What follows belongs to an exercise in optimizing a design on an open flow for small area; a production flow would make more cautious choices.
The RTL was checked by simulation tests, not by an equivalence proof against the original design.
No activity file was given, so power comes from the tool's default toggle rates.

$ cat flow/constraint.sdc
create_clock -name core_clock -period 5.0 [get_ports {clk}]
set_input_delay 1.0000 -clock core_clock [delete_from_list [all_inputs] [get_ports {clk}]]
set_output_delay 1.0000 -clock core_clock [all_outputs]
set_load 0.01 [all_outputs]
$ cat flow/config.mk
export PLATFORM = sky130hd
export DESIGN_NAME = id_stage_pipe
export DESIGN_NICKNAME = id_stage_pipe
export VERILOG_FILES = /design/flow/design.v
export SDC_FILE = /design/flow/constraint.sdc
export NUM_CORES = 4
export LEC_CHECK = 0
export CAP_MARGIN = 20
export CORE_MARGIN = 2
export CORE_UTILIZATION = 40
export SLEW_MARGIN = 20
$ cat flow/run.sh
#!/bin/bash
# synth_recipe.tcl (not shown) runs the flow's synth.tcl, then flattens the netlist and writes it again
# the make line also repeats each setting of config.mk as NAME=value (left out here)
make -C /OpenROAD-flow-scripts/flow DESIGN_CONFIG=/design/flow/config.mk WORK_HOME=/design/flow/orfs CLKGATE_MAP_FILE= SYNTH_SCRIPT=/design/flow/synth_recipe.tcl finish
$ cat flow/design.v
package id_pkg;
  localparam logic [5:0] OP_NOP  = 6'd0;
  localparam logic [5:0] OP_ADD  = 6'd1;
  localparam logic [5:0] OP_SUB  = 6'd3;
  localparam logic [5:0] OP_AND  = 6'd5;
  localparam logic [5:0] OP_OR   = 6'd6;
  localparam logic [5:0] OP_NOR  = 6'd7;
  localparam logic [5:0] OP_XOR  = 6'd8;
  localparam logic [5:0] OP_SLA  = 6'd9;
  localparam logic [5:0] OP_SLL  = 6'd10;
  localparam logic [5:0] OP_SRA  = 6'd11;
  localparam logic [5:0] OP_SRL  = 6'd12;
  localparam logic [5:0] OP_ADDI = 6'd32;
  localparam logic [5:0] OP_SUBI = 6'd33;
  localparam logic [5:0] OP_LD   = 6'd36;
  localparam logic [5:0] OP_ST   = 6'd37;
  localparam logic [5:0] OP_BEZ  = 6'd40;
  localparam logic [5:0] OP_BNE  = 6'd41;
  localparam logic [5:0] OP_JMP  = 6'd42;
  localparam logic [3:0] CMD_ADD = 4'b0000;
  localparam logic [3:0] CMD_SUB = 4'b0010;
  localparam logic [3:0] CMD_AND = 4'b0100;
  localparam logic [3:0] CMD_OR  = 4'b0101;
  localparam logic [3:0] CMD_NOR = 4'b0110;
  localparam logic [3:0] CMD_XOR = 4'b0111;
  localparam logic [3:0] CMD_SHL = 4'b1000;
  localparam logic [3:0] CMD_SRA = 4'b1001;
  localparam logic [3:0] CMD_SRL = 4'b1010;
  localparam logic [1:0] BR_NONE = 2'b00;
  localparam logic [1:0] BR_BEZ  = 2'b01;
  localparam logic [1:0] BR_BNE  = 2'b10;
  localparam logic [1:0] BR_JMP  = 2'b11;
  typedef struct packed {
    logic       wb_en;
    logic       mem_read;
    logic       mem_write;
    logic [1:0] br;
    logic [3:0] cmd;
    logic       is_imm;
    logic       src2_used;
  } ctrl_t;
  function automatic ctrl_t decode(input logic [5:0] op);
    ctrl_t c;
    c = '0;
    case (op)
      OP_ADD:  begin c.wb_en = 1'b1; c.cmd = CMD_ADD; c.src2_used = 1'b1; end
      OP_SUB:  begin c.wb_en = 1'b1; c.cmd = CMD_SUB; c.src2_used = 1'b1; end
      OP_AND:  begin c.wb_en = 1'b1; c.cmd = CMD_AND; c.src2_used = 1'b1; end
      OP_OR:   begin c.wb_en = 1'b1; c.cmd = CMD_OR;  c.src2_used = 1'b1; end
      OP_NOR:  begin c.wb_en = 1'b1; c.cmd = CMD_NOR; c.src2_used = 1'b1; end
      OP_XOR:  begin c.wb_en = 1'b1; c.cmd = CMD_XOR; c.src2_used = 1'b1; end
      OP_SLA,
      OP_SLL:  begin c.wb_en = 1'b1; c.cmd = CMD_SHL; c.src2_used = 1'b1; end
      OP_SRA:  begin c.wb_en = 1'b1; c.cmd = CMD_SRA; c.src2_used = 1'b1; end
      OP_SRL:  begin c.wb_en = 1'b1; c.cmd = CMD_SRL; c.src2_used = 1'b1; end
      OP_ADDI: begin c.wb_en = 1'b1; c.cmd = CMD_ADD; c.is_imm = 1'b1; end
      OP_SUBI: begin c.wb_en = 1'b1; c.cmd = CMD_SUB; c.is_imm = 1'b1; end
      OP_LD:   begin c.wb_en = 1'b1; c.mem_read = 1'b1; c.cmd = CMD_ADD; c.is_imm = 1'b1; end
      OP_ST:   begin c.mem_write = 1'b1; c.cmd = CMD_ADD; c.is_imm = 1'b1; c.src2_used = 1'b1; end
      OP_BEZ:  begin c.br = BR_BEZ; c.is_imm = 1'b1; end
      OP_BNE:  begin c.br = BR_BNE; c.is_imm = 1'b1; c.src2_used = 1'b1; end
      OP_JMP:  begin c.br = BR_JMP; c.is_imm = 1'b1; end
      default: c = '0;
    endcase
    decode = c;
  endfunction
endpackage
module id_regfile
#(
  parameter int XLEN = 32,
  parameter int NREG = 32,
  localparam int AW = $clog2(NREG)
) (
  input  logic            clk,
  input  logic            rst,
  input  logic [AW-1:0]   raddr1,
  input  logic [AW-1:0]   raddr2,
  output logic [XLEN-1:0] rdata1,
  output logic [XLEN-1:0] rdata2,
  input  logic            wen,
  input  logic [AW-1:0]   waddr,
  input  logic [XLEN-1:0] wdata
);
  logic [XLEN-1:0] mem_r [NREG];
  logic            wr_s;
  assign wr_s = wen && (waddr != {AW{1'b0}});
  always_ff @(posedge clk) begin
    if (rst) begin
      for (int i = 0; i < NREG; i++) mem_r[i] <= {XLEN{1'b0}};
    end else if (wr_s) begin
      mem_r[waddr] <= wdata;
    end else begin
      mem_r[waddr] <= mem_r[waddr];
    end
  end
  always_comb begin
    rdata1 = {XLEN{1'b0}};
    rdata2 = {XLEN{1'b0}};
    if (raddr1 == {AW{1'b0}}) rdata1 = {XLEN{1'b0}};
    else if (wr_s && (waddr == raddr1)) rdata1 = wdata;
    else rdata1 = mem_r[raddr1];
    if (raddr2 == {AW{1'b0}}) rdata2 = {XLEN{1'b0}};
    else if (wr_s && (waddr == raddr2)) rdata2 = wdata;
    else rdata2 = mem_r[raddr2];
  end
endmodule
module id_stage_pipe
#(
  parameter int XLEN = 32,
  parameter int NREG = 32
) (
  input  logic            clk,
  input  logic            rst,
  input  logic            if_valid,
  input  logic [31:0]     pc_in,
  input  logic [31:0]     inst,
  input  logic            wb_en,
  input  logic [4:0]      wb_addr,
  input  logic [XLEN-1:0] wb_value,
  input  logic            hold,
  input  logic            flush,
  output logic            stall,
  output logic            ex_valid,
  output logic [31:0]     ex_pc,
  output logic            ex_wb_en,
  output logic            ex_mem_read,
  output logic            ex_mem_write,
  output logic [1:0]      ex_br,
  output logic [3:0]      ex_cmd,
  output logic [XLEN-1:0] ex_val1,
  output logic [XLEN-1:0] ex_val2,
  output logic [XLEN-1:0] ex_st_val,
  output logic [4:0]      ex_dest,
  output logic [4:0]      ex_src1,
  output logic [4:0]      ex_src2,
  output logic            ex_src2_used
);
  localparam int AW = $clog2(NREG);
  typedef struct packed {
    logic            valid;
    logic [31:0]     pc;
    id_pkg::ctrl_t   ctrl;
    logic [XLEN-1:0] val1;
    logic [XLEN-1:0] val2;
    logic [XLEN-1:0] st_val;
    logic [4:0]      dest;
    logic [4:0]      src1;
    logic [4:0]      src2;
  } id_ex_t;
  id_pkg::ctrl_t   ctrl_s;
  logic [4:0]      rs_s, rt_s, rd_s;
  logic [XLEN-1:0] rs_val_s, rt_val_s, imm_sext_s;
  logic            load_use_s;
  id_ex_t          ex_next_s, ex_r;
  assign ctrl_s     = id_pkg::decode(inst[31:26]);
  assign rs_s       = 5'(inst[21 +: AW]);
  assign rt_s       = 5'(inst[16 +: AW]);
  assign rd_s       = 5'(inst[11 +: AW]);
  assign imm_sext_s = {{(XLEN-16){inst[15]}}, inst[15:0]};
  id_regfile #(.XLEN(XLEN), .NREG(NREG)) u_regfile (
    .clk    (clk),
    .rst    (rst),
    .raddr1 (rs_s[AW-1:0]),
    .raddr2 (rt_s[AW-1:0]),
    .rdata1 (rs_val_s),
    .rdata2 (rt_val_s),
    .wen    (wb_en),
    .waddr  (wb_addr[AW-1:0]),
    .wdata  (wb_value)
  );
  assign load_use_s = if_valid && ex_r.valid && ex_r.ctrl.mem_read && (ex_r.dest != 5'd0) &&
                      ((ex_r.dest == rs_s) || (ctrl_s.src2_used && (ex_r.dest == rt_s)));
  assign stall      = hold || load_use_s;
  always_comb begin
    ex_next_s = '0;
    if (flush || load_use_s || !if_valid) begin
      ex_next_s = '0;
    end else begin
      ex_next_s.valid  = 1'b1;
      ex_next_s.pc     = pc_in;
      ex_next_s.ctrl   = ctrl_s;
      ex_next_s.val1   = rs_val_s;
      ex_next_s.val2   = ctrl_s.is_imm ? imm_sext_s : rt_val_s;
      ex_next_s.st_val = rt_val_s;
      ex_next_s.dest   = ctrl_s.is_imm ? rt_s : rd_s;
      ex_next_s.src1   = rs_s;
      ex_next_s.src2   = rt_s;
    end
  end
  always_ff @(posedge clk) begin
    if (rst) begin
      ex_r <= '0;
    end else if (hold) begin
      ex_r <= ex_r;
    end else begin
      ex_r <= ex_next_s;
    end
  end
  assign ex_valid     = ex_r.valid;
  assign ex_pc        = ex_r.pc;
  assign ex_wb_en     = ex_r.ctrl.wb_en;
  assign ex_mem_read  = ex_r.ctrl.mem_read;
  assign ex_mem_write = ex_r.ctrl.mem_write;
  assign ex_br        = ex_r.ctrl.br;
  assign ex_cmd       = ex_r.ctrl.cmd;
  assign ex_val1      = ex_r.val1;
  assign ex_val2      = ex_r.val2;
  assign ex_st_val    = ex_r.st_val;
  assign ex_dest      = ex_r.dest;
  assign ex_src1      = ex_r.src1;
  assign ex_src2      = ex_r.src2;
  assign ex_src2_used = ex_r.ctrl.src2_used;
endmodule
==> run summary <==
==> worst register-to-register path: cells and delay by family, from the launching register on <==
family          cells  cell delay [ps]
simple gates        4             1050
compound gates      2              740
flops               1              530
buf+inv             1              480
==> layout make-up <==
| class | instances | share of cell area |
|---|---|---|
| multi-input combinational | 2974 | 0.356 |
| antenna | 16 | 0.000565 |
| inverter | 5 | 0.000265 |
| clock inverter | 64 | 0.00713 |
| tap | 2030 | 0.0358 |
| sequential | 1178 | 0.477 |
| clock buffer | 179 | 0.0532 |
| timing repair buffer | 490 | 0.0696 |
==> where the power goes <==
group | internal (W) | switching, W
Sequential | 0.0112 | 0.000295
Combinational | 0.00108 | 0.00174
Clock | 0.00570 | 0.00411
Total | 0.0180 | 0.00614
==> worst max path at each step <==
stage / start / to / slack, ps / cells after the start
2_1_floorplan: inst[23] / ex_r[85] / 1990 / 8
6_report: inst[27] / stall / 520 / 10
4_1_cts: inst[27] / stall / 510 / 10
3_5_place_dp: inst[27] / stall / 530 / 10
5_1_grt: inst[27] / stall / 360 / 10
3_3_place_gp: inst[27] / stall / 530 / 10
==> metal layers <==
layer,global-route usage,up-vias
li1,-,17942
met1,0.421,22783
met2,0.472,3457
met3,0.104,681
met4,0.144,12
met5,0.00431,-
==> state kept, by name (all words and copies together) (netlist names) <==
register,flops
u_regfile.mem_r,1024
ex_r,154
==> cells by family after synthesis <==
family / synth area share
buffers and inverters: 0.0370
multiplexers: 0.179
AND/OR/NAND/NOR: 0.135
XOR/XNOR: 0.00302
AO/OA/AOI/OAI: 0.0886
flip-flops: 0.556
adder cells (fa/ha/maj): 0.00123
other: 0.0000616
==> metrics by stage <==
step           setup slack, ps  hold slack (ps)
2_1_floorplan             1990              474
3_3_place_gp               529              436
3_5_place_dp               532              449
4_1_cts                    512              463
5_1_grt                    358              486
6_report                   521              453
==> cells in the final DEF, fill, tap and decap left out, types with 13 or more instances in the layout <==
master | Yosys | routed
a211oi_1 | 32 | 32
a21oi_1 | 63 | 63
a221o_1 | 30 | 30
a221oi_1 | 32 | 32
a222oi_1 | 15 | 15
a22o_1 | 76 | 76
a22oi_1 | 66 | 66
a31o_2 | 27 | 27
a31oi_1 | 63 | 63
a32o_1 | 36 | 36
and2_1 | 999 | 996
buf_12 | 0 | 53
buf_2 | 81 | 13
buf_4 | 44 | 180
clkbuf_1 | 331 | 30
clkbuf_16 | 0 | 143
clkdlybuf4s50_1 | 0 | 241
clkinv_1 | 0 | 29
clkinv_2 | 0 | 20
conb_1 | 1 | 32
dfxtp_1 | 154 | 154
diode_2 | 0 | 16
edfxtp_1 | 1024 | 1024
mux2i_1 | 577 | 577
mux4_2 | 225 | 225
nand2_1 | 114 | 112
nor2_1 | 100 | 67
nor2_4 | 0 | 34
nor4_1 | 30 | 30
o21a_1 | 17 | 16
o21ai_0 | 42 | 42
o221ai_1 | 48 | 48
o22ai_1 | 156 | 156
or2_2 | 34 | 34
or4_1 | 32 | 31
==> summary.md <==
| Metric | Value |
|---|---|
| Detailed Route Iter0 Violations | 7036 |
| Post-CTS Setup Inserts | 0 |
| Clk slew on worst S/H paths | 60 ps |
| Post-cts sizing count | 0 |
| Cell Chain, Critical Path | clkdlybuf4s50_1 -> inv_1 -> ha_1 -> nor2b_1 -> nor3_1 -> o21ai_1 -> nand3_1 -> nand2_1 -> a21o_1 -> clkdlybuf4s50_1 |
| Fraction of layout cells with a size suffix above 1 | 0.162 |
| Hold buffers post-CTS | 0 |
| Ys Warns | 2 |
| Mapped Cells | 4613 |
| CP Buf/Inv Count | 3 |
| Hold EP | ex_r[117] |
| Via-to-Cell Ratio | 6.47 |
| Clk sinks | 1178 |
| M1 WL | 97300 µm |
| Most common cell in the netlist | edfxtp_1 |
| Skew-Pair Late Insertion Delay | 790 ps |
| Unrepaired setup endpoints after global routing | no |
| Layout Utilization | 0.468 |
| Final Slew Violations | 0 |
| HPWL after detailed placement | 149000 µm |
| Synth Register Bits | roughly 1200 |
| Worst endpoint required time | 4000 ps |
| Synth top area cells | edfxtp_1 (51%), and2_1 (10%), mux2i_1 (9.5%) |
| Family with the most delay on the worst path | buffers and inverters |
| Worst-path maximum fanout | 6 |
| Die W | 394 µm |
| Status | timing/DRC/antenna clean |
| Slowest stage delay, CP | 580 ps |
| Vias post-DR | 44875 |
| Setup_tns | 0 ps |
| Post-synth EDFFs | roughly 1000 |
| Multi-input logic area | 25200 µm² |
| Nets | ~5000 |
| CTS tree | yes |
| F_max | 223 MHz |
| Final wirelength | 252000 µm |
| Max-cap violations | 0 |
| Largest net degree at the start of global routing | 106 |
| Tot GR Track Use | 0.318 |
| Min cycle time layout | around 4500 ps |
| WL met3 | 33000 µm |
| First-pass GRT wire length | roughly 350000 µm |
| Placed insts | around 6700 |
| Pre-antenna DRT Iters | 6 |
| Synthesized area per cell | 13.2 µm² |
| Drt wl/cell | 36.4 µm |
| Top sig layer | met5 |
| Buffer depth of the longest clock path | 3 |
| Initial antenna violation count | 29 |
| # DRC | 0 |
| Initial Utilization | 0.401 |
| Cell area after synthesis | 60800 µm² |
| Number of distinct library cells after synthesis | 70 |
| Synth top cells by count | edfxtp_1 (1024), and2_1 (999), mux2i_1 (577) |
| Top Ports | 262 |
| WL met2 | 110000 µm |
| Worst Setup End Kind | output pin |
| Total CTS buffers | around 140 |
| Placeable Area | 152000 µm² |
| Sequential share of the synthesized area | 0.556 |
| Die Height | between 300 and 400 µm |
| Yosys top cell by area | edfxtp_1 |
| Port bufs | 261 |
| Cell area after layout | slightly above 70000 µm² |
| CTS root buf | clkbuf_16 |
| # fillers | 13257 |
| RR Startpoint | ex_r[10] |
| Row count | around 140 |
| Hold path start | ex_r[117] |
| Critical path data arrival time | around 3500 ps |
| Worst slew pin tran | 1190 ps |
| Slew headroom | 0.206 |
| Leak Pwr | ~26 nW |
| Worst Setup Path Type | primary input to output pin |
| Die area | 155000 µm² |
| Vias in the first global route | 43499 |
| Worst VDD drop | 0.000244 V |
| Power Dens Cells | 340 nW/µm² |
| Area Overhead vs Synth | 16.5% |
| Placement Cell Area | roughly 67000 µm² |
| Slowest CP cell | clkdlybuf4s50_1 |
| Post-layout instance count excluding filler cells | 6936 |
| Final Skew | around 25 ps |
| HP Class | flop to flop |
| Synth async-reset ratio | 0 |
| H-tree Lvls | 4 |
| Reg2Reg Depth | 7 |
| Crit path top cell by count | clkdlybuf4s50_1 |
| Antenna Nets Post-Route | 0 |
| Global placer's final weighted congestion | 0.897 |
| Final setup fails | 0 |
| Register area | 33800 µm² |
| Worst R2R End | ex_r[21] |
| Synth top area share | 0.505 |
| Tcrit/Tclk final | 0.896 |
| GRT overflow | 0 |
| Power Total | roughly 0.024 W |
| Fin. Hold Viols | 0 |
| CP startpoint kind | primary input |
| Top_reg_cell synth | edfxtp_1 |
| Reg-to-reg slack, setup | between 2000 and 2500 ps |
| Hold path depth | 2 |

-- port drivers added, routing unchanged --
The results above use ideal ports. As a check the final layout listed here was re-extracted and re-timed, cells and wires unchanged. Step 1 assumes that a clkbuf_16 drives the clock port and a buf_2 every other input. Step 2 moves the port delays by t, midway between the first and last clock arrival at a register: inputs arrive t later, outputs are due t later. That takes back most of the time a late clock gives input paths. Three values: ideal ports, drivers, drivers and shift; two values: the first two.
t (ns): 0.857
slack for setup (ns): 0.521 / 0.483 / 0.452
latest minus earliest clock arrival (ns): 0.030 / 0.030
After both steps setup and hold are still met in this run. The setup slack of this run moves by -0.038 ns with the drivers and by -0.069 ns with both steps.
